Source: an optimization exercise on an open RTL-to-GDS flow (aim: small area, a short achievable clock period and few clock cycles per item). Production flows keep margins and buffers that such runs may drop. In this exercise RTL edits were held to simulation tests only and were not proved equivalent to the original. Power and IR drop assume default switching activity.

## swept_aabb_first_contact_top
module swept_aabb_first_contact_top (
   input  wire logic                                 clock,
   input  wire logic                                 reset,
   input  wire logic                                 req_valid,
   output logic                                      req_stall,
   input  wire logic signed [sacf_pkg::PosWidth-1:0] req_a_x,
   input  wire logic signed [sacf_pkg::PosWidth-1:0] req_a_y,
   input  wire logic [sacf_pkg::SizeWidth-1:0]       req_a_width,
   input  wire logic [sacf_pkg::SizeWidth-1:0]       req_a_height,
   input  wire logic signed [sacf_pkg::PosWidth-1:0] req_b_x,
   input  wire logic signed [sacf_pkg::PosWidth-1:0] req_b_y,
   input  wire logic [sacf_pkg::SizeWidth-1:0]       req_b_width,
   input  wire logic [sacf_pkg::SizeWidth-1:0]       req_b_height,
   input  wire logic signed [sacf_pkg::VelWidth-1:0] req_rel_vel_x,
   input  wire logic signed [sacf_pkg::VelWidth-1:0] req_rel_vel_y,
   input  wire logic                                 req_pair_blocked,
   output logic                                      rsp_valid,
   input  wire logic                                 rsp_stall,
   output logic                                      rsp_hit,
   output logic [sacf_pkg::TimeWidth-1:0]            rsp_hit_time,
   output logic                                      rsp_hit_axis
);
  ...
Size in the first run: roughly 16,000 cells after synthesis, ~2,600 flip-flops, about 240 I/O pins, about 130,000 um^2 of cells after synthesis.
clock: 7.0 ns
lec_check: 0
abc_area: 1
cap_margin: 20
core_margin: 2
core_utilization: 55
cts_cluster_diameter: 80
cts_cluster_size: 25
setup_slack_margin: 4.4
slew_margin: 20
run.sh (not shown) runs the stock make flow with config.mk's settings and CLKGATE_MAP_FILE= SYNTH_SCRIPT=/design/flow/synth_recipe.tcl, a recipe that flattens the netlist after the stock synthesis.
The first run went through all stages and came out clean.
Testbench counts at the start, summed over its fixed seeds: cycles 12,160, items 12,000.
Rerun with:
Settings changed: SETUP_SLACK_MARGIN 4.4 to 4.33.
After rerunning: The changed run ran to the end with no violations; final cell count hardly moves; non-clock buffer count shrinks by 31; clock-buffer cell count falls by 5; total power fell by 0.89%; via count falls by about 0.3%; utilization drops by 0.35 points; wire length decreases by about 2.5%.

========
Another version of the RTL of swept_aabb_first_contact_top (not shown whole).
Size in the first run: roughly 14000 cells after synthesis, about 2700 flip-flops, about 240 I/O pins, roughly 130000 um^2 of cells after synthesis.
==> flow/config.mk <==
export PLATFORM = sky130hd
export DESIGN_NAME = swept_aabb_first_contact_top
export DESIGN_NICKNAME = swept_aabb_first_contact_top
export VERILOG_FILES = /design/flow/design.v
export SDC_FILE = /design/flow/constraint.sdc
export NUM_CORES = 4
export LEC_CHECK = 0
export CAP_MARGIN = 20
export CORE_MARGIN = 2
export CORE_UTILIZATION = 55
export SETUP_SLACK_MARGIN = 4.0
export SLEW_MARGIN = 20
==> flow/constraint.sdc <==
create_clock -name core_clock -period 7.0 [get_ports {clock}]
set_input_delay 1.4000 -clock core_clock [delete_from_list [all_inputs] [get_ports {clock}]]
set_output_delay 1.4000 -clock core_clock [all_outputs]
set_load 0.01 [all_outputs]
The starting point ran to the end with no violations.
Testbench counts at the start, summed over its fixed seeds: cycles 12,160, items 12,000.
Rerun with:
- ABC_AREA: default -> 1
=> Wire length is higher by about a fifth. Cell area is higher slightly. Power is lower by a few percent. Sequential share of layout area is lower by 0.46 points. Synthesized area is higher by roughly a tenth. Core utilization is lower by 6.2 points. Final cell count is higher by a quarter to a third. Non-clock buffer count is lower by 486. Combinational power is lower by a little under a tenth. Hold slack is better by 0.012 ns. Fmax is higher by roughly a tenth.

========
Another version of the RTL of swept_aabb_first_contact_top (not shown whole).
Size in the first run: about 240 I/O pins, roughly 130000 um2 of cells after synthesis.
export LEC_CHECK = 0
export ABC_AREA = 1
export CAP_MARGIN = 20
export CORE_MARGIN = 2
export CORE_UTILIZATION = 55
export CTS_CLUSTER_DIAMETER = 80
export CTS_CLUSTER_SIZE = 25
export SETUP_SLACK_MARGIN = 4.4
export SLEW_MARGIN = 20
create_clock -name core_clock -period 7.0 [get_ports {clock}]
Testbench counts at the start, summed over its fixed seeds: cycles 12,160, items 12,000.
Next try:
--- a/flow/config.mk
+++ b/flow/config.mk
@@ -13,3 +13,3 @@
 export CTS_CLUSTER_SIZE = 25
-export SETUP_SLACK_MARGIN = 4.4
+export SETUP_SLACK_MARGIN = 4.33
 export SLEW_MARGIN = 20
Synthesized area stays the same.
Clock-buffer cell count increases by 5.
Power drops by 1.1%.
Design area came out lower by 1.2%.
Core utilization came out lower by 0.70 points.
Setup slack degrades by 0.014 ns.
Maximum frequency came out lower by 0.48%.

========
swept_aabb_first_contact_top, a different RTL version from the one above (not shown whole).
For scale: ~2,700 flip-flops, ~240 I/O pins, ~0.13 mm^2 of cells after synthesis.
make LEC_CHECK=0 ABC_AREA=1 CAP_MARGIN=20 CORE_MARGIN=2 CORE_UTILIZATION=60 CTS_CLUSTER_DIAMETER=80 CTS_CLUSTER_SIZE=25 SETUP_SLACK_MARGIN=4.6 SLEW_MARGIN=20 finish   # period 7.0 ns
Testbench counts at the start, summed over its fixed seeds: cycles 12,160, items 12,000.
Edit:
Settings changed: CORE_UTILIZATION 60 to 55, SETUP_SLACK_MARGIN 4.6 to 4.4.
The changed run finished clean.
Core utilization decreases by 10 points.
Routed wire length decreases by 7.7%.
Global-route usage decreases by 3.6 points.
Clock skew is about the same.
Sequential cell count is unchanged.
Synthesized area does not change.

========
Setup of the previous run:
swept_aabb_first_contact_top, a different RTL version from the one above (not shown whole).
For scale: about 14000 cells after synthesis, roughly 2700 flip-flops, about 130000 sq um of cells after synthesis.
clock: 7.0 ns
lec_check: 0
abc_area: 1
cap_margin: 20
core_margin: 2
core_utilization: 55
cts_cluster_diameter: 80
cts_cluster_size: 25
setup_slack_margin: 4.3
slew_margin: 20
Testbench counts of the previous run, summed over its fixed seeds: cycles 12,160, items 12,000.
Relative to the previous run, the following input files were edited for the current run:
-- flow/config.mk --
<<< the previous run, line 13
export CTS_CLUSTER_SIZE = 25
export SETUP_SLACK_MARGIN = 4.3
export SLEW_MARGIN = 20
>>> the current run, line 13
export CTS_CLUSTER_SIZE = 25
export SETUP_SLACK_MARGIN = 4.0
export SLEW_MARGIN = 20
Results
- Going from the previous run to the current run, overall power consumption shrank by a few percent.
- Summary of the comparison: final routed wirelength across all metal layers is lower in the current run, relative to the previous run.
- | clock skew after layout | the current run vs the previous run | ≈ equal |
- Per the comparison of the current run with the previous run, part of the power in combinational logic now sits lower; fraction of power spent switching nets now sits at about the same level.
- Area growth from synthesis to layout (lower): the current run
- The current run vs. the previous run: cell area now smaller, sum of met3 wire segment lengths after detailed routing decreased by 4.9% relative to the old numbers, combined flip-flop and latch cell area held.
- Between the current run and the previous run, the final cycle utilization of the critical path is lower for the previous run.
- The current run went all the way through the flow, and no timing, DRC or antenna check failed.
- Via count: the current run < the previous run

re-timing with driven ports:
The flow's constraints put no driver on any port. The routed layouts listed below were extracted and timed again, unchanged, in two steps.
Step 1, drivers: a clkbuf_16 drives clock and a buf_2 each remaining input, both assumed.
Step 2 moves the port delays by t, midway between the first and last clock arrival at a register: inputs arrive t later, outputs are due t later. That takes back most of the time a late clock gives input paths.
Slacks: no drivers / after step 1 / after step 2; pairs: no drivers / after step 1.
run	shift t [ns]	slack for setup (ns)	worst setup path at the end	worst slew at a driven data input, ns
the first run of note 1	0.913	4.319 / 4.221 / 3.767	input to register	0.06
the second run of note 1	0.905	4.265 / 4.213 / 3.607	input to register	0.06
the first run of note 2	1.005	3.798 / 3.798 / 3.798	register to register	0.18
the second run of note 2	1.002	4.067 / 3.961 / 3.699	input to register	0.11
the first run of note 3	0.911	4.174 / 4.078 / 3.716	input to register	0.07
the second run of note 3	0.910	4.160 / 4.062 / 3.665	input to register	0.11
the first run of note 4	0.919	4.306 / 4.221 / 3.801	input to register	0.08
the second run of note 4	0.907	4.329 / 4.231 / 3.725	input to register	0.09
the previous run	0.907	4.212 / 4.117 / 3.829	input to register	0.07
the current run	0.909	4.083 / 3.988 / 3.810	input to register	0.07
After both steps setup and hold are still met in every run listed. The setup slack of the second run of note 1, which loses most, moves by -0.052 ns with the drivers and by -0.658 ns with both steps.
